This design comes from an exercise in tuning for small area and a short achievable clock period on the open sky130 flow, not from production work.
Only simulation tests tie the RTL to the original design; equivalence was not proved.
Power and IR drop assume default switching activity.

**flow/flow/run.sh**
```bash
#!/bin/bash
# Layout flow: the standard flow (standard.sh) with these changes after synthesis:
#  - the port buffers are buf_4 cells (buffer_ports -buffer_cell) rather than the
#    library's default pick, a slow delay buffer;
#  - clock tree synthesis inserts no dummy loads;
#  - the EX target/predicted-target pins, the EX control pins and flush_o are placed
#    as one ordered group (flow/io.tcl), so the target compare behind flush_o is short.
# Synthesis, floorplan, power grid, placement, routing are otherwise standard. Each
# step's full output goes to a log file in this folder; ORFS's own logs stay under
# orfs/logs/.
set -euo pipefail
cd "$(dirname "$0")/.."

# 1. the standard synthesis, unchanged
bash standard.sh synth > synth.log 2>&1

# 2. the rest of the standard flow, with the extra make variables
sed 's|"\${@:-finish}"|BUFFER_PORTS_ARGS="-buffer_cell sky130_fd_sc_hd__buf_4" CTS_ARGS="-sink_clustering_enable -repair_clock_nets -dont_use_dummy_load" IO_CONSTRAINTS="'"$PWD"'/flow/io.tcl" "${@:-finish}"|' \
   standard.sh > flow_standard_ext.sh
grep -q 'IO_CONSTRAINTS' flow_standard_ext.sh
bash flow_standard_ext.sh finish > layout.log 2>&1
test -s out/final.def
```
**flow/flow/io.tcl**
```tcl
# Keep the EX target compare short: each ex_target_i bit beside the same
# ex_pred_target_i bit, with the EX control inputs and flush_o, as one ordered group
# of pins; place_pins chooses where on the edge the group goes.
set my_io_pins [list flush_o rst ex_valid_i ex_branch_i ex_jump_i ex_cond_true_i ex_pred_taken_i]
for {set b 0} {$b < 32} {incr b} {
  lappend my_io_pins "ex_target_i\[$b\]" "ex_pred_target_i\[$b\]"
}
set_io_pin_constraint -group -order -pin_names $my_io_pins
```
**flow/config.mk**
```make
export PLATFORM = sky130hd
export DESIGN_NAME = branch_redirect_unit
export DESIGN_NICKNAME = branch_redirect_unit
export VERILOG_FILES = /design/flow/design.v
export SDC_FILE = /design/flow/constraint.sdc
export NUM_CORES = 4
export LEC_CHECK = 0
export ABC_CLOCK_PERIOD_IN_PS = 5000
export CAP_MARGIN = 20
export CORE_MARGIN = 2
export CORE_UTILIZATION = 38
export SETUP_SLACK_MARGIN = 3.5
export SLEW_MARGIN = 20
export SYNTH_HIERARCHICAL = 1
export SYNTH_MINIMUM_KEEP_SIZE = 0
export TNS_END_PERCENT = 5
```
**flow/constraint.sdc**
```tcl
create_clock -name core_clock -period 8.0 [get_ports {clk}]
set_input_delay 1.6000 -clock core_clock [delete_from_list [all_inputs] [get_ports {clk}]]
set_output_delay 1.6000 -clock core_clock [all_outputs]
set_load 0.01 [all_outputs]
```
**flow/design.v**
```verilog
module branch_redirect_unit #(
   parameter int unsigned     XLEN        = 32,
   parameter int unsigned     BTB_ENTRIES = 64,
   parameter logic [XLEN-1:0] RESET_PC    = 32'h0000_0000,
   parameter logic [1:0]      CTR_INIT    = 2'b01
) (
   input  logic            clk,
   input  logic            rst,
   input  logic            stall_i,
   output logic [XLEN-1:0] pc_o,
   output logic            pred_taken_o,
   output logic [XLEN-1:0] pred_target_o,
   input  logic            ex_valid_i,
   input  logic            ex_branch_i,
   input  logic            ex_jump_i,
   input  logic            ex_cond_true_i,
   input  logic [XLEN-1:0] ex_pc_i,
   input  logic [XLEN-1:0] ex_target_i,
   input  logic            ex_pred_taken_i,
   input  logic [XLEN-1:0] ex_pred_target_i,
   output logic            flush_o,
   output logic [31:0]     branch_cnt_o,
   output logic [31:0]     mispred_cnt_o
);
   localparam int unsigned     IDXW    = $clog2(BTB_ENTRIES);
   localparam int unsigned     TAGW    = XLEN - IDXW - 2;
   localparam logic [XLEN-1:0] PC_STEP = {{(XLEN-3){1'b0}}, 3'b100};
   logic [XLEN-1:0] pc_r;
   logic            vc_r;         
   logic [TAGW-1:0] btx_r;        
   logic [XLEN-1:0] btg_r;        
   logic [31:0]     br_cnt_r;
   logic [31:0]     mp_cnt_r;
   logic            valid_r [BTB_ENTRIES];
   logic [TAGW-1:0] tag_r   [BTB_ENTRIES];
   logic [XLEN-1:0] tgt_r   [BTB_ENTRIES];
   logic [1:0]      ctr_r   [BTB_ENTRIES];
   logic            pw_v_r;       
   logic [IDXW-1:0] pw_idx_r;     
   logic [1:0]      pw_ctr_r;     
   logic [TAGW-1:0] ex_tag;
   assign ex_tag = ex_pc_i[XLEN-1:IDXW+2];
   logic res_s, taken_s, mispred_s, mp_dir, mp_tgt, tk_pt, tk_npt, ntk_pt;
   logic ne_f, ne_s, ne_m;
   assign res_s   = ex_valid_i && (ex_branch_i || ex_jump_i);
   assign taken_s = ex_jump_i || (ex_branch_i && ex_cond_true_i);
   assign tk_pt   = res_s && taken_s && ex_pred_taken_i;       
   assign tk_npt  = res_s && taken_s && !ex_pred_taken_i;      
   assign ntk_pt  = res_s && !taken_s && ex_pred_taken_i;      
   assign mp_dir  = tk_npt || ntk_pt;
   btb_ne32 u_ne_f (.a(ex_target_i), .b(ex_pred_target_i), .y(ne_f));
   btb_ne32 u_ne_s (.a(ex_target_i), .b(ex_pred_target_i), .y(ne_s));
   btb_ne32 u_ne_m (.a(ex_target_i), .b(ex_pred_target_i), .y(ne_m));
   assign mp_tgt    = tk_pt && ne_m;
   assign mispred_s = mp_dir || mp_tgt;
   logic fl_dir, fl_tgt;
   btb_flctl u_flctl (.rst(rst), .v(ex_valid_i), .br(ex_branch_i), .j(ex_jump_i),
                      .c(ex_cond_true_i), .pt(ex_pred_taken_i), .dir(fl_dir), .tgt(fl_tgt));
   btb_ao21 u_flush (.a(fl_tgt), .b(ne_f), .c(fl_dir), .y(flush_o));
   logic            pt_s;
   logic [XLEN-1:0] pc4_s, ptg_s;
   assign pt_s  = vc_r && !(|btx_r);
   assign pc4_s = pc_r + PC_STEP;
   for (genvar b = 0; b < XLEN; b++) begin : g_ptg
      btb_mux2 u_m (.s(pt_s), .a(btg_r[b]), .b(pc4_s[b]), .y(ptg_s[b]));
   end
   logic [XLEN-1:0] npc_e, npc_s;
   always_comb begin
      if (mp_dir) npc_e = taken_s ? ex_target_i : ex_pc_i + PC_STEP;
      else if (stall_i) npc_e = pc_r;
      else npc_e = ptg_s;
   end
   assign npc_s = mp_tgt ? ex_target_i : npc_e;
   logic [IDXW-1:0]        x_idx, t_idx, s_idx, h_idx, b_idx;
   logic [BTB_ENTRIES-1:0] x_sel, t_sel, h_sel, b_sel, e_sel, n_sel;
   assign x_idx = ex_pc_i[IDXW+1:2];
   assign t_idx = ex_target_i[IDXW+1:2];
   assign b_idx = btg_r[IDXW+1:2];
   assign s_idx = stall_i ? pc_r[IDXW+1:2] : ptg_s[IDXW+1:2];
   always_comb begin
      if (mp_dir) h_idx = taken_s ? t_idx : x_idx + 1'b1;
      else if (stall_i) h_idx = pc_r[IDXW+1:2];
      else h_idx = pc4_s[IDXW+1:2];
   end
   always_comb begin
      for (int i = 0; i < BTB_ENTRIES; i++) begin
         x_sel[i] = (x_idx == i[IDXW-1:0]);
         t_sel[i] = (t_idx == i[IDXW-1:0]);
         h_sel[i] = (h_idx == i[IDXW-1:0]);
         b_sel[i] = (b_idx == i[IDXW-1:0]);
      end
   end
   logic use_b, mp_tgt_s;
   assign use_b    = pt_s && !stall_i && !mp_dir;
   assign mp_tgt_s = tk_pt && ne_s;
   for (genvar i = 0; i < BTB_ENTRIES; i++) begin : g_nsel
      btb_mux2 u_e (.s(use_b), .a(b_sel[i]), .b(h_sel[i]), .y(e_sel[i]));
      btb_mux2 u_s (.s(mp_tgt_s), .a(t_sel[i]), .b(e_sel[i]), .y(n_sel[i]));
   end
   logic same_idx, same_t, same_s;
   assign same_t   = (t_idx == x_idx);
   assign same_s   = (s_idx == x_idx);    
   assign same_idx = mispred_s ? (taken_s && same_t) : same_s;
   logic            n_v, n_ctr1_a, n_ctr1, x_v;
   logic [TAGW-1:0] n_tag, x_tag;
   logic [XLEN-1:0] n_tgt;
   logic [1:0]      x_ctr_a, x_ctr;
   logic [BTB_ENTRIES-1:0] rd_v, rd_c0, rd_c1;
   logic [BTB_ENTRIES-1:0] rd_tag [TAGW];
   logic [BTB_ENTRIES-1:0] rd_tgt [XLEN];
   always_comb begin
      for (int i = 0; i < BTB_ENTRIES; i++) begin
         rd_v[i]  = valid_r[i];
         rd_c0[i] = ctr_r[i][0];
         rd_c1[i] = ctr_r[i][1];
         for (int b = 0; b < TAGW; b++) rd_tag[b][i] = tag_r[i][b];
         for (int b = 0; b < XLEN; b++) rd_tgt[b][i] = tgt_r[i][b];
      end
   end
   btb_rd64 u_rn_v  (.sel(n_sel), .d(rd_v),  .o(n_v));
   btb_rd64 u_rn_c1 (.sel(n_sel), .d(rd_c1), .o(n_ctr1_a));
   btb_rd64 u_rx_v  (.sel(x_sel), .d(rd_v),  .o(x_v));
   btb_rd64 u_rx_c0 (.sel(x_sel), .d(rd_c0), .o(x_ctr_a[0]));
   btb_rd64 u_rx_c1 (.sel(x_sel), .d(rd_c1), .o(x_ctr_a[1]));
   for (genvar b = 0; b < TAGW; b++) begin : g_rtag
      btb_rd64 u_rn (.sel(n_sel), .d(rd_tag[b]), .o(n_tag[b]));
      btb_rd64 u_rx (.sel(x_sel), .d(rd_tag[b]), .o(x_tag[b]));
   end
   for (genvar b = 0; b < XLEN; b++) begin : g_rtgt
      btb_rd64 u_rn (.sel(n_sel), .d(rd_tgt[b]), .o(n_tgt[b]));
   end
   logic pw_x, pw_n;
   assign pw_x   = pw_v_r && (pw_idx_r == x_idx);
   assign pw_n   = pw_v_r && (mp_tgt_s ? (pw_idx_r == t_idx)
                                       : use_b ? (pw_idx_r == b_idx) : (pw_idx_r == h_idx));
   assign x_ctr  = pw_x ? pw_ctr_r : x_ctr_a;
   assign n_ctr1 = pw_n ? pw_ctr_r[1] : n_ctr1_a;
   logic       x_teq, x_hit, wr_entry, wr_ctr;
   logic [1:0] new_ctr;
   btb_eq24 u_x_teq (.a(x_tag), .b(ex_tag), .y(x_teq));
   assign x_hit = x_v && x_teq;
   always_comb begin
      if (taken_s) new_ctr = !x_hit ? 2'b10 : (x_ctr == 2'b11) ? 2'b11 : x_ctr + 2'b01;
      else         new_ctr = (x_ctr == 2'b00) ? 2'b00 : x_ctr - 2'b01;
   end
   assign wr_entry = res_s && taken_s;
   assign wr_ctr   = res_s && (taken_s || x_hit);
   logic byp_entry, byp_ctr, k_rd, k_ctr, vc_n;
   assign byp_entry = same_idx && wr_entry;
   assign byp_ctr   = same_idx && wr_ctr;
   assign k_rd      = !rst && !byp_ctr;
   assign k_ctr     = !rst && byp_ctr && new_ctr[1];
   btb_vcsel u_vc (.v(n_v), .c1(n_ctr1), .k_rd(k_rd), .k_ctr(k_ctr), .y(vc_n));
   always_ff @(posedge clk) begin
      if (rst) begin
         pc_r     <= RESET_PC;
         br_cnt_r <= 32'h0000_0000;
         mp_cnt_r <= 32'h0000_0000;
      end else begin
         pc_r <= npc_s;
         if (res_s && !(&br_cnt_r)) br_cnt_r <= br_cnt_r + 32'd1;
         if (mispred_s && !(&mp_cnt_r)) mp_cnt_r <= mp_cnt_r + 32'd1;
      end
      vc_r   <= vc_n;
      btx_r  <= (byp_entry ? ex_tag : n_tag) ^ npc_s[XLEN-1:IDXW+2];
      pw_v_r   <= !rst && wr_ctr;
      pw_idx_r <= x_idx;
      pw_ctr_r <= new_ctr;
      btg_r  <= byp_entry ? ex_target_i : n_tgt;
   end
   logic [BTB_ENTRIES-1:0] we_e, wen_e, wc_e, wcn_e;
   always_comb begin
      for (int i = 0; i < BTB_ENTRIES; i++) begin
         we_e[i]  = x_sel[i] & wr_entry;
         wen_e[i] = ~(x_sel[i] & wr_entry);
         wc_e[i]  = pw_v_r & (pw_idx_r == i[IDXW-1:0]);
         wcn_e[i] = ~(pw_v_r & (pw_idx_r == i[IDXW-1:0]));
      end
   end
   for (genvar g = 0; g < BTB_ENTRIES; g++) begin : g_ent
      logic [TAGW+XLEN-1:0] ent_d;
      logic [1:0]           ctr_d;
      for (genvar b = 0; b < TAGW + XLEN; b++) begin : g_eb
         btb_hold u_h (
            .we(we_e[g]), .wen(wen_e[g]),
            .d(b < XLEN ? ex_target_i[b] : ex_tag[b - XLEN]),
            .q(b < XLEN ? tgt_r[g][b] : tag_r[g][b - XLEN]), .o(ent_d[b]));
      end
      for (genvar b = 0; b < 2; b++) begin : g_cb
         btb_hold u_h (.we(wc_e[g]), .wen(wcn_e[g]), .d(pw_ctr_r[b]), .q(ctr_r[g][b]), .o(ctr_d[b]));
      end
      always_ff @(posedge clk) begin
         if (rst) valid_r[g] <= 1'b0;
         else if (we_e[g]) valid_r[g] <= 1'b1;
         {tag_r[g], tgt_r[g]} <= ent_d;
         ctr_r[g] <= ctr_d;
      end
   end
   assign pc_o          = pc_r;
   assign pred_taken_o  = pt_s;
   assign pred_target_o = ptg_s;
   assign branch_cnt_o  = br_cnt_r;
   assign mispred_cnt_o = mp_cnt_r;
endmodule
module btb_hold (
   input  logic we,
   input  logic wen,
   input  logic d,
   input  logic q,
   output logic o
);
   assign o = (we & d) | (wen & q);
endmodule
module btb_rd64 (
   input  logic [63:0] sel,
   input  logic [63:0] d,
   output logic        o
);
   logic [21:0] g_n;
   logic [5:0]  h;
   logic [2:0]  k_n;
   for (genvar j = 0; j < 21; j++) begin : g_aoi
      btb_aoi222 u_a (.a0(sel[3*j]), .b0(d[3*j]), .a1(sel[3*j+1]), .b1(d[3*j+1]),
                      .a2(sel[3*j+2]), .b2(d[3*j+2]), .y(g_n[j]));
   end
   btb_nand2 u_g21 (.a(sel[63]), .b(d[63]), .y(g_n[21]));
   for (genvar j = 0; j < 5; j++) begin : g_n4
      btb_nand4 u_n (.a(g_n[4*j]), .b(g_n[4*j+1]), .c(g_n[4*j+2]), .d(g_n[4*j+3]), .y(h[j]));
   end
   btb_nand2 u_h5 (.a(g_n[20]), .b(g_n[21]), .y(h[5]));
   btb_nor2 u_k0 (.a(h[0]), .b(h[1]), .y(k_n[0]));
   btb_nor2 u_k1 (.a(h[2]), .b(h[3]), .y(k_n[1]));
   btb_nor2 u_k2 (.a(h[4]), .b(h[5]), .y(k_n[2]));
   btb_nand3 u_o (.a(k_n[0]), .b(k_n[1]), .c(k_n[2]), .y(o));
endmodule
module btb_aoi222 (
   input  logic a0, b0, a1, b1, a2, b2,
   output logic y
);
   assign y = ~((a0 & b0) | (a1 & b1) | (a2 & b2));
endmodule
module btb_nand4 (
   input  logic a, b, c, d,
   output logic y
);
   assign y = ~(a & b & c & d);
endmodule
module btb_nand2 (
   input  logic a, b,
   output logic y
);
   assign y = ~(a & b);
endmodule
module btb_nand3 (
   input  logic a, b, c,
   output logic y
);
   assign y = ~(a & b & c);
endmodule
module btb_nor2 (
   input  logic a, b,
   output logic y
);
   assign y = ~(a | b);
endmodule
module btb_flctl (
   input  logic rst, v, br, j, c, pt,
   output logic dir, tgt
);
   logic res, tk;
   assign res = v & (br | j);
   assign tk  = j | (br & c);
   assign dir = ~rst & res & (tk ^ pt);
   assign tgt = ~rst & res & tk & pt;
endmodule
module btb_eq24 (
   input  logic [23:0] a,
   input  logic [23:0] b,
   output logic        y
);
   assign y = (a == b);
endmodule
module btb_ne32 (
   input  logic [31:0] a,
   input  logic [31:0] b,
   output logic        y
);
   assign y = (a != b);
endmodule
module btb_ao21 (
   input  logic a, b, c,
   output logic y
);
   assign y = (a & b) | c;
endmodule
module btb_vcsel (
   input  logic v, c1, k_rd, k_ctr,
   output logic y
);
   assign y = (k_rd & v & c1) | k_ctr;
endmodule
module btb_mux2 (
   input  logic s, a, b,
   output logic y
);
   assign y = s ? a : b;
endmodule
```
**flow/standard.sh**
```bash
#!/bin/bash
# synth_recipe.tcl (not shown) runs the flow's synth.tcl, then flattens the netlist and writes it again
# the make line also repeats each setting of config.mk as NAME=value (left out here)
make -C /OpenROAD-flow-scripts/flow DESIGN_CONFIG=/design/flow/config.mk WORK_HOME=/design/flow/orfs CLKGATE_MAP_FILE= SYNTH_SCRIPT=/design/flow/synth_recipe.tcl "${@:-finish}"
```
==> results.yml, run 1 <==
run_status:
  status: "timing/DRC/antenna clean"
worst_setup_path:
  arrival_ns: 6.75
  path_cells: "nor4_1 -> nand3_1 -> or4_4 -> buf_12 -> inv_16 -> buf_6 -> mux2_4 -> mux2_8 -> buf_12 -> buf_4 -> buf_4 -> a222oi_1 -> nand4_1 -> nor2_1 -> buf_4 -> nand3_2 -> mux2i_2 -> xor2_1"
  critPathSlowestCell: "nor4_1"
  max_stage_delay_ns: 0.73
  cp-start-kind: "register"
  cp_top_family: "simple AND/OR/NAND/NOR gates"
  crit_path_end_kind: "register"
  cp_common_cell: "buf_4"
  critPathMaxFanout: 6
  required_ns: 8.88
  crit_buf_inv: 7
  path_class: "register to register"
  r2r-start: "btx_r[21]$_DFF_P_"
  worstSetupStartpoint: "btx_r[21]$_DFF_P_"
layout:
  final_cell_mix: "dfxtp_1 (3925), a22o_1 (3712), a222oi_1 (1789)"
  fin_nets: 14293
  layout_commonest_cell: "dfxtp_1"
  fillers: 34497
  areaGrowthSynthToFinish_pct: 23.7
  drive_above_1_share: 0.186
power:
  p_leak_nw: 71.9
  pwr-share-seq: 0.512
  power_density_nw_per_um2: 250
  pwr-share-clk: 0.371
  swShare: 0.275
  combPwrFrac: 0.117
  internal-power_mw: 32.8
  peakVddDrop_v: 0.000209
  switchingPower_mw: 12.4
grt:
  grt_pass1_vias: 132553
  grt_pass1_wl_mm: 1170
  antenna_found_initial: 99
  grt_usage: 0.428
  grt_overflow: 0
  grt_start_max_net_pins: 81
die:
  initial_core_util: 0.383
  die_x_um: 625
  die_y_um: 625
  rows: 227
  die-area_um2: 390000
  core_area_um2: 383000
  io_pins: 234
route:
  ant_nets: 0
  wirelength_mm: 890
  route.vias.total: 150504
  drcViolationCount: 0
  detail_route.first_pass.iterations: 22
  wl_per_cell_um: 46.1
  drt-initial-drc-count: 38046
  vias_per_cell: 7.80
synthesis:
  async_reset_ff_frac: 0
  yosys_warnings: 19
  synth_cells: 12369
  syn-num-nets: 12480
  yosysUniqueCellTypes: 61
  syn_area_per_cell_um2: 11.8
  ys_seq_area_frac: 0.538
  synth_top_area_share: 0.538
  synth_area_leaders: "dfxtp_1 (54%), a22o_1 (22%), a222oi_1 (12%), nand4_1 (2.1%), nor2_1 (2.0%)"
  post-synth-top-area-cell: "dfxtp_1"
  synth_edf_count: 0
  synth_flop_cell: "dfxtp_1"
  syn_area_um2: 146000
  ys_ff_latch: 3938
worst_hold_path:
  hp-class: "register to register"
  hp-start: "tgt_r[40][7]$_DFF_P_"
clock_tree:
  insertion_delay_ns: 1.08
  numCtsBuffers: 416
  clk_pin_slew_ns: 0.06
  cts-htree-levels: 5
  root_buffer: "clkbuf_16"
  clk_path_buf_depth: 4
  cts_sinks: 3938
  cts_tree: "built"
  cts_hold_buffers: 0
timing:
  period_share: 0.733
  timing.slew.headroom: 0.0978
  hold_viol: 0
  setup_slack_ns: 2.13
  rsz0062_at_grt: "true"
  hold_slack_ns: 0.467
  drv_slew: 0
  setup_viol_count_final: 0
  period_minus_slack_ns: 5.87
  max_freq_mhz: 170
  skew_ns: 0.150
  worst_pin_slew_ns: 1.35
placed_design:
  pre_cts_slack_ns: 0.212
  place_congestion: 1.13
  dpl.hpwl_mm: 498
  io_buffers: 233
job:
  drv_cap: 0
-- modules after synthesis (local to each module, per instance), a selection --
module,cells inside,flip-flops and latches,area (um2),copies in the design
branch_redirect_unit,5607,3938,87600,1
btb_ne32,43,0,347,3
btb_eq24,32,0,264,1
btb_flctl,7,0,50.0,1
btb_mux2,1,0,15.0,160
btb_aoi222,1,0,10.0,1785
btb_hold,1,0,8.76,3712
btb_vcsel,1,0,8.76,1
btb_ao21,1,0,7.51,1
btb_nand4,1,0,6.26,425
btb_nand3,1,0,5.00,85
btb_nand2,1,0,3.75,170
btb_nor2,1,0,3.75,255
-- synthesized netlist by cell type (8+ instances only) --
library cell / number
dfxtp_1: 3938
nand4_1: 490
nor3_1: 26
nand2b_1: 16
clkbuf_1: 91
nand3_1: 142
mux2_4: 160
a21oi_1: 30
buf_1: 8
xor2_1: 112
a222oi_1: 1789
nor2b_1: 24
o22ai_1: 19
a22o_1: 3712
mux2i_1: 55
nor4_1: 23
and4_1: 16
o21ai_0: 18
and3_1: 26
nand2_1: 411
and2_1: 18
a22oi_1: 8
nor2_1: 792
inv_1: 141
xnor2_1: 178
buf_2: 11
mux2_2: 42
-- final timing paths --
path,to,slack (ns),cells after the start
max reg2reg,btx_r[12]$_DFF_P_,2.13,18
min reg2reg,tgt_r[40][7]$_DFF_P_,0.47,1
max,btx_r[12]$_DFF_P_,2.13,18
min,tgt_r[40][7]$_DFF_P_,0.47,1
-- metal layers --
metal	vias to the layer above	share of wire	wire length [um]	GRT usage
met2	15370	0.37	325000	0.553
met1	73655	0.34	307000	0.514
li1	57492	-	-	-
met4	88	0.10	91800	0.336
met3	3899	0.18	163000	0.236
met5	-	0.0033	2950	0.0305
-- sequential cells by signal, summed over array words and instances, names as in the netlist --
signal    count
valid_r      64
btx_r        24
btg_r        32
pw_v_r        1
mp_cnt_r     32
vc_r          1
pc_r         32
pw_ctr_r      2
tgt_r      2048
ctr_r       128
pw_idx_r      6
tag_r      1536
br_cnt_r     32
-- cell families (layout without fill, tap and decap cells) --
group / after synthesis / count (layout) / share of synthesized area
compound gates: 5607 / 5607 / 0.349
xor+xnor: 290 / 290 / 0.0173
fa+ha+maj: 7 / 7 / 0.000598
buf+inv: 254 / 1946 / 0.00665
flops: 3938 / 3938 / 0.538
mux: 257 / 365 / 0.0234
other cells: 0 / 88 / 0
simple gates: 2016 / 2027 / 0.0647
-- through the flow --
stage	cells	power, mW	instance area (um2)	setup TNS, ns	utilization
after floorplan	12369	25.3	147000	0	-
after global placement	18261	27.8	161000	-0.156	0.421
after detailed placement	18264	27.8	161000	0	0.421
after CTS	19082	44.5	179000	0	0.467
after global routing	19241	46.0	181000	0	0.473
final	19306	45.3	181000	0	0.473
-- final cells by class --
cell class | count | area (um2) | share of cell area
Timing Repair Buffer | 1380 | 13000 | 0.0716
Antenna cell | 88 | 220 | 0.00122
Sequential cell | 3938 | 78900 | 0.435
Inverter | 142 | 574 | 0.00317
Tap cell | 5038 | 6300 | 0.0348
Timing Repair inverter | 8 | 125 | 0.000691
Clock buffer | 416 | 10400 | 0.0575
Multi-Input combinational cell | 8296 | 71600 | 0.396
-- power groups by stage --
stage               clock network (mW)  registers, mW  logic, mW
floorplan                            0           23.0       2.35
global route                      17.4           23.3       5.27
CTS                               16.7           23.1       4.76
finish                            16.8           23.2       5.28
global placement                     0           23.5       4.28
detailed placement                   0           23.4       4.35
-- what timing repair did --
item	4_1_cts	5_1_grt
cloned	122	18
setup endpoints to repair	1041	724
resized for setup	587	164
setup buffers	280	115
pin swaps	320	159
hold endpoints to repair	0	0
==> run 2, diff against run 1 <==
--- a/flow/design.v
+++ b/flow/design.v
@@ -26,6 +26,7 @@
    localparam int unsigned     TAGW    = XLEN - IDXW - 2;
    localparam logic [XLEN-1:0] PC_STEP = {{(XLEN-3){1'b0}}, 3'b100};
    logic [XLEN-1:0] pc_r;
+   logic [XLEN-1:0] pc4_r;        
    logic            vc_r;         
    logic [TAGW-1:0] btx_r;        
    logic [XLEN-1:0] btg_r;        
@@ -40,14 +41,11 @@
    logic [1:0]      pw_ctr_r;     
    logic [TAGW-1:0] ex_tag;
    assign ex_tag = ex_pc_i[XLEN-1:IDXW+2];
-   logic res_s, taken_s, mispred_s, mp_dir, mp_tgt, tk_pt, tk_npt, ntk_pt;
+   logic res_s, taken_s, mispred_s, mp_dir, mp_tgt, tk_pt;
    logic ne_f, ne_s, ne_m;
-   assign res_s   = ex_valid_i && (ex_branch_i || ex_jump_i);
-   assign taken_s = ex_jump_i || (ex_branch_i && ex_cond_true_i);
-   assign tk_pt   = res_s && taken_s && ex_pred_taken_i;       
-   assign tk_npt  = res_s && taken_s && !ex_pred_taken_i;      
-   assign ntk_pt  = res_s && !taken_s && ex_pred_taken_i;      
-   assign mp_dir  = tk_npt || ntk_pt;
+   btb_exctl u_exctl (.v(ex_valid_i), .br(ex_branch_i), .j(ex_jump_i), .c(ex_cond_true_i),
+                      .pt(ex_pred_taken_i), .res(res_s), .tk(taken_s), .tk_pt(tk_pt),
+                      .dir(mp_dir));
    btb_ne32 u_ne_f (.a(ex_target_i), .b(ex_pred_target_i), .y(ne_f));
    btb_ne32 u_ne_s (.a(ex_target_i), .b(ex_pred_target_i), .y(ne_s));
    btb_ne32 u_ne_m (.a(ex_target_i), .b(ex_pred_target_i), .y(ne_m));
@@ -57,13 +55,15 @@
    btb_flctl u_flctl (.rst(rst), .v(ex_valid_i), .br(ex_branch_i), .j(ex_jump_i),
                       .c(ex_cond_true_i), .pt(ex_pred_taken_i), .dir(fl_dir), .tgt(fl_tgt));
    btb_ao21 u_flush (.a(fl_tgt), .b(ne_f), .c(fl_dir), .y(flush_o));
-   logic            pt_s;
-   logic [XLEN-1:0] pc4_s, ptg_s;
-   assign pt_s  = vc_r && !(|btx_r);
-   assign pc4_s = pc_r + PC_STEP;
+   logic            pt_o, pt_s;
+   logic [XLEN-1:0] pc4_s, ptg_o, ptg_s;
+   btb_tkchk u_pt_o (.vc(vc_r), .x(btx_r), .y(pt_o));
+   btb_tkchk u_pt_s (.vc(vc_r), .x(btx_r), .y(pt_s));
+   assign pc4_s = pc4_r;
    for (genvar b = 0; b < XLEN; b++) begin : g_ptg
-      btb_mux2 u_m (.s(pt_s), .a(btg_r[b]), .b(pc4_s[b]), .y(ptg_s[b]));
+      btb_mux2 u_m (.s(pt_o), .a(btg_r[b]), .b(pc4_s[b]), .y(ptg_o[b]));
    end
+   assign ptg_s = pt_s ? btg_r : pc4_s;
    logic [XLEN-1:0] npc_e, npc_s;
    always_comb begin
       if (mp_dir) npc_e = taken_s ? ex_target_i : ex_pc_i + PC_STEP;
@@ -71,22 +71,18 @@
       else npc_e = ptg_s;
    end
    assign npc_s = mp_tgt ? ex_target_i : npc_e;
-   logic [IDXW-1:0]        x_idx, t_idx, s_idx, h_idx, b_idx;
-   logic [BTB_ENTRIES-1:0] x_sel, t_sel, h_sel, b_sel, e_sel, n_sel;
+   logic [IDXW-1:0]        x_idx, t_idx, s_idx, p_idx, b_idx;
+   logic [BTB_ENTRIES-1:0] x_sel, t_sel, p_sel, b_sel, n_sel;
    assign x_idx = ex_pc_i[IDXW+1:2];
    assign t_idx = ex_target_i[IDXW+1:2];
+   assign p_idx = pc_r[IDXW+1:2];
    assign b_idx = btg_r[IDXW+1:2];
-   assign s_idx = stall_i ? pc_r[IDXW+1:2] : ptg_s[IDXW+1:2];
-   always_comb begin
-      if (mp_dir) h_idx = taken_s ? t_idx : x_idx + 1'b1;
-      else if (stall_i) h_idx = pc_r[IDXW+1:2];
-      else h_idx = pc4_s[IDXW+1:2];
-   end
+   assign s_idx = stall_i ? p_idx : ptg_s[IDXW+1:2];
    always_comb begin
       for (int i = 0; i < BTB_ENTRIES; i++) begin
          x_sel[i] = (x_idx == i[IDXW-1:0]);
          t_sel[i] = (t_idx == i[IDXW-1:0]);
-         h_sel[i] = (h_idx == i[IDXW-1:0]);
+         p_sel[i] = (p_idx == i[IDXW-1:0]);
          b_sel[i] = (b_idx == i[IDXW-1:0]);
       end
    end
@@ -94,8 +90,14 @@
    assign use_b    = pt_s && !stall_i && !mp_dir;
    assign mp_tgt_s = tk_pt && ne_s;
    for (genvar i = 0; i < BTB_ENTRIES; i++) begin : g_nsel
-      btb_mux2 u_e (.s(use_b), .a(b_sel[i]), .b(h_sel[i]), .y(e_sel[i]));
-      btb_mux2 u_s (.s(mp_tgt_s), .a(t_sel[i]), .b(e_sel[i]), .y(n_sel[i]));
+      localparam int PREV = (i + BTB_ENTRIES - 1) % BTB_ENTRIES;
+      logic sq_n, mp_n, f_sel, g_n, t_n;
+      assign t_n = ~t_sel[i];
+      btb_mux2i u_sq (.s(stall_i),  .a(p_sel[i]), .b(p_sel[PREV]), .y(sq_n));   
+      btb_mux2i u_mp (.s(taken_s),  .a(t_sel[i]), .b(x_sel[PREV]), .y(mp_n));   
+      btb_mux2i u_f  (.s(mp_dir),   .a(mp_n),     .b(sq_n),        .y(f_sel));
+      btb_mux2i u_g  (.s(use_b),    .a(b_sel[i]), .b(f_sel),       .y(g_n));
+      btb_mux2i u_n  (.s(mp_tgt_s), .a(t_n),      .b(g_n),         .y(n_sel[i]));
    end
    logic same_idx, same_t, same_s;
    assign same_t   = (t_idx == x_idx);
@@ -131,8 +133,9 @@
    end
    logic pw_x, pw_n;
    assign pw_x   = pw_v_r && (pw_idx_r == x_idx);
-   assign pw_n   = pw_v_r && (mp_tgt_s ? (pw_idx_r == t_idx)
-                                       : use_b ? (pw_idx_r == b_idx) : (pw_idx_r == h_idx));
+   assign pw_n   = pw_v_r && (mispred_s ? (taken_s ? (pw_idx_r == t_idx)
+                                                   : (pw_idx_r == x_idx + 1'b1))
+                                       : (pw_idx_r == s_idx));
    assign x_ctr  = pw_x ? pw_ctr_r : x_ctr_a;
    assign n_ctr1 = pw_n ? pw_ctr_r[1] : n_ctr1_a;
    logic       x_teq, x_hit, wr_entry, wr_ctr;
@@ -154,10 +157,12 @@
    always_ff @(posedge clk) begin
       if (rst) begin
          pc_r     <= RESET_PC;
+         pc4_r    <= RESET_PC + PC_STEP;
          br_cnt_r <= 32'h0000_0000;
          mp_cnt_r <= 32'h0000_0000;
       end else begin
-         pc_r <= npc_s;
+         pc_r  <= npc_s;
+         pc4_r <= npc_s + PC_STEP;
          if (res_s && !(&br_cnt_r)) br_cnt_r <= br_cnt_r + 32'd1;
          if (mispred_s && !(&mp_cnt_r)) mp_cnt_r <= mp_cnt_r + 32'd1;
       end
@@ -197,8 +202,8 @@
       end
    end
    assign pc_o          = pc_r;
-   assign pred_taken_o  = pt_s;
-   assign pred_target_o = ptg_s;
+   assign pred_taken_o  = pt_o;
+   assign pred_target_o = ptg_o;
    assign branch_cnt_o  = br_cnt_r;
    assign mispred_cnt_o = mp_cnt_r;
 endmodule
@@ -263,6 +268,15 @@
 );
    assign y = ~(a | b);
 endmodule
+module btb_exctl (
+   input  logic v, br, j, c, pt,
+   output logic res, tk, tk_pt, dir
+);
+   assign res   = v & (br | j);
+   assign tk    = j | (br & c);
+   assign tk_pt = res & tk & pt;
+   assign dir   = res & (tk ^ pt);
+endmodule
 module btb_flctl (
    input  logic rst, v, br, j, c, pt,
    output logic dir, tgt
@@ -299,6 +313,19 @@
 );
    assign y = (k_rd & v & c1) | k_ctr;
 endmodule
+module btb_tkchk (
+   input  logic        vc,
+   input  logic [23:0] x,
+   output logic        y
+);
+   assign y = vc & ~(|x);
+endmodule
+module btb_mux2i (
+   input  logic s, a, b,
+   output logic y
+);
+   assign y = ~(s ? a : b);
+endmodule
 module btb_mux2 (
    input  logic s, a, b,
    output logic y
==> run 2 against run 1 <==
Net effect: critical path depth up 1; via count rose by 0.91%; clock power barely moved; register-to-register slack better by 0.78 ns; sequential power is 2% lower; worst setup slack better by 0.54 ns; critical endpoint is now vc_r$_DFF_P_; sequential share of layout area down 1.3 points; flip-flop and latch count grew 30; clock skew fell by 0.0051 ns.
==> results.yml, run 2 <==
synthesis:
  synth_cells: 12774
  synth_area_leaders: "dfxtp_1 (53%), a22o_1 (22%), a222oi_1 (12%), mux2i_1 (2.5%), nand4_1 (2.0%)"
  syn-num-nets: 12885
  synth_top_family_by_area: "compound AO/OA/AOI/OAI gates"
  synth-compound-area-share: 0.345
  async_reset_ff_frac: 0
  yosys.cell_count.top_type: "dfxtp_1"
  ys_seq_area_frac: 0.531
  yosys_warnings: 19
  synth_flop_cell: "dfxtp_1"
  syn_area_per_cell_um2: 11.7
  yosysUniqueCellTypes: 80
  post-synth-top-area-cell: "dfxtp_1"
  synth_top_area_share: 0.531
  synth-simple-area-share: 0.0674
  synth_mux_area_frac: 0.0330
  synth_adder_area_share: 0.000586
  syn_area_um2: 150000
  ys_ff_latch: 3968
  ys_top_cells_by_count: "dfxtp_1 (3968), a22o_1 (3713), a222oi_1 (1785), nor2_1 (755), nand4_1 (489)"
  synth_edf_count: 0
  synth_xor_area_frac: 0.0145
timing:
  hold_slack_ns: 0.467
  drv_slew: 0
  worst_pin_slew_ns: 1.29
  period_share: 0.666
  rsz0062_at_grt: "true"
  setup_viol_count_final: 0
  skew_ns: 0.145
  timing.slew.headroom: 0.136
  fin_setup_tns_ns: 0
  max_freq_mhz: 188
  setup_slack_ns: 2.67
  hold_viol: 0
  period_minus_slack_ns: 5.33
route:
  detail_route.first_pass.iterations: 19
  wirelength_mm: 869
  route.vias.total: 151876
  ant_nets: 0
  drt-initial-drc-count: 35958
  vias_per_cell: 7.64
  drcViolationCount: 0
  wl_per_cell_um: 43.7
layout:
  fillers: 35153
  layout_commonest_cell: "dfxtp_1"
  regArea_um2: 79400
  stdcell_count: 19875
  fin_nets: 14720
  areaGrowthSynthToFinish_pct: 25.8
  final_core_util: 0.480
  drive_above_1_share: 0.190
  final_area_um2: 188000
  final_cell_mix: "dfxtp_1 (3966), a22o_1 (3713), a222oi_1 (1785)"
  largest_reg_flops: 2048
  multi_input_area_um2: 73700
clock_tree:
  numCtsBuffers: 413
  clk_pin_slew_ns: 0.06
  cts_tree: "built"
  cts_hold_buffers: 0
  clk_path_buf_depth: 4
  insertion_delay_ns: 1.06
  root_buffer: "clkbuf_16"
  cts-htree-levels: 5
  cts_sinks: 3968
grt:
  grt_pass1_wl_mm: 1140
  grt_start_max_net_pins: 83
  antenna_found_initial: 72
  grt_usage: 0.402
  grt_overflow: 0
  grt_pass1_vias: 135436
worst_setup_path:
  max_stage_delay_ns: 0.83
  arrival_ns: 6.17
  path_class: "input port to register"
  crit_path_end_kind: "register"
  required_ns: 8.84
  crit_cells: 19
  crit_buf_inv: 4
  cp_top_family: "simple AND/OR/NAND/NOR gates"
  reg2reg_depth: 16
  path_cells: "buf_8 -> nor2b_4 -> nand2_8 -> buf_4 -> buf_12 -> nor2_2 -> a222oi_1 -> nand4_1 -> nor2_4 -> nand3_1 -> xnor2_1 -> nand4_1 -> nor3_4 -> buf_12 -> nand2_4 -> a21o_1 -> nor2_1 -> nor2_1 -> a31o_1"
  cp-start-kind: "input port"
  critPathSlowestCell: "nor2_2"
  reg2reg_setup_slack_ns: 2.91
  critPathMaxFanout: 20
power:
  pwr-share-clk: 0.378
  p_leak_nw: 74.2
  peakVddDrop_v: 0.000199
  combPwrFrac: 0.106
  finalPower_mw: 44.2
  internal-power_mw: 32.4
  swShare: 0.267
  power_density_nw_per_um2: 235
  switchingPower_mw: 11.8
  pwr-share-seq: 0.515
placed_design:
  pre_cts_slack_ns: 0.354
  dpl.hpwl_mm: 499
  place_congestion: 1.16
  placed_cell_area_um2: 165000
  io_buffers: 233
  dp_cells: 18735
job:
  drv_cap: 0
die:
  io_pins: 234
  initial_core_util: 0.381
  die_x_um: 631
  core_area_um2: 392000
  die-area_um2: 399000
  rows: 230
  die_y_um: 631
run_status:
  status: "timing/DRC/antenna clean"
worst_hold_path:
  hp-class: "register to register"
  hold_depth: 1
[run 2: changes by cell type in the layout (fill, tap and decap cells not counted), sizes merged, moves of 40 or more]
| cell | before | now |
|---|---|---|
| buf | 1372 | 1449 |
| mux2 | 310 | 96 |
| inv | 142 | 211 |
| diode | 88 | 48 |
| mux2i | 55 | 376 |
| nand2 | 411 | 467 |
[run 2: worst reg2reg max path: cells and delay by family (launching register included)]
| kind | cells | cell delay, ns |
|---|---|---|
| compound gates | 2 | 0.69 |
| buf+inv | 4 | 0.79 |
| flops | 1 | 0.34 |
| mux | 2 | 0.47 |
| simple gates | 8 | 2.61 |
[run 2: area by class of cell]
class	count	area share
Antenna cell	48	0.000639
Clock buffer	413	0.0549
Inverter	215	0.00441
Multi-Input combinational cell	8498	0.392
Sequential cell	3968	0.422
Tap cell	5220	0.0347
Timing Repair Buffer	1513	0.0912
[run 2: power by group through the flow]
| stage | sequential, mW | combinational (mW) | clock, mW |
|---|---|---|---|
| after CTS | 22.7 | 4.16 | 16.6 |
| after floorplan | 22.7 | 2.04 | 0 |
| after detailed placement | 23.0 | 3.78 | 0 |
| final | 22.8 | 4.69 | 16.7 |
| after global routing | 22.9 | 4.69 | 17.4 |
| after global placement | 23.1 | 3.71 | 0 |
[run 2: path summary, 6_finish.rpt]
kind | startpoint | end
min reg2reg | tgt_r[11][14]$_DFF_P_ | tgt_r[11][14]$_DFF_P_
max | ex_pc_i[4] | vc_r$_DFF_P_
min | tgt_r[11][14]$_DFF_P_ | tgt_r[11][14]$_DFF_P_
max reg2reg | btx_r[6]$_DFF_P_ | vc_r$_DFF_P_
[run 2: timing repair]
item                                    in CTS  in global routing
endpoints found under the setup margin    1015               1598
pin swaps                                  315                283
setup buffers                              388                170
gates cloned                                74                 46
resized for setup                          756                339
[run 2: routing by layer]
metal  up-vias  part of all wire  GRT usage
met1     74487              0.35      0.490
met3      3713              0.17      0.188
met2     14629              0.38      0.538
met4        60              0.10      0.314
li1      58987                 -          -
met5         -            0.0041     0.0272
[run 2: Yosys stat by module (local to each module, per instance), a selection]
module | copies in the design | cells
branch_redirect_unit | 1 | 5793
btb_nand3 | 85 | 1
btb_hold | 3712 | 1
btb_exctl | 1 | 7
btb_aoi222 | 1785 | 1
btb_nand2 | 170 | 1
btb_nand4 | 425 | 1
[run 2: kinds of logic after synthesis]
family / Yosys count
adder cells (fa/ha/maj): 7
AND/OR/NAND/NOR: 2093
flip-flops: 3968
AO/OA/AOI/OAI: 5658
buffers and inverters: 332
multiplexers: 469
XOR/XNOR: 247

-- re-timing with driven ports --
Ports are ideal in the flow. The routed layouts listed here were re-timed in OpenROAD. Step 1: set_driving_cell puts a clkbuf_16 on clk and a buf_2 on each other input, an assumption about the parent block. Step 2, shift: input delay + t, output delay - t, t = (earliest + latest rising clock arrival at the registers) / 2. This alone moves slack from input paths to output paths. Slacks: ideal ports / drivers / drivers and shift; pairs: ideal ports / drivers.
run | shift t [ns] | slack for setup (ns) | pins driven straight from the clock port
run 1 | 1.135 | 2.134 / 2.134 / 1.204 | 1
run 2 | 1.127 | 2.674 / 2.415 / 1.288 | 1
After both steps setup and hold are still met in every run listed. The setup slack of run 2, which loses most, moves by -0.259 ns with the drivers and by -1.386 ns with both steps.
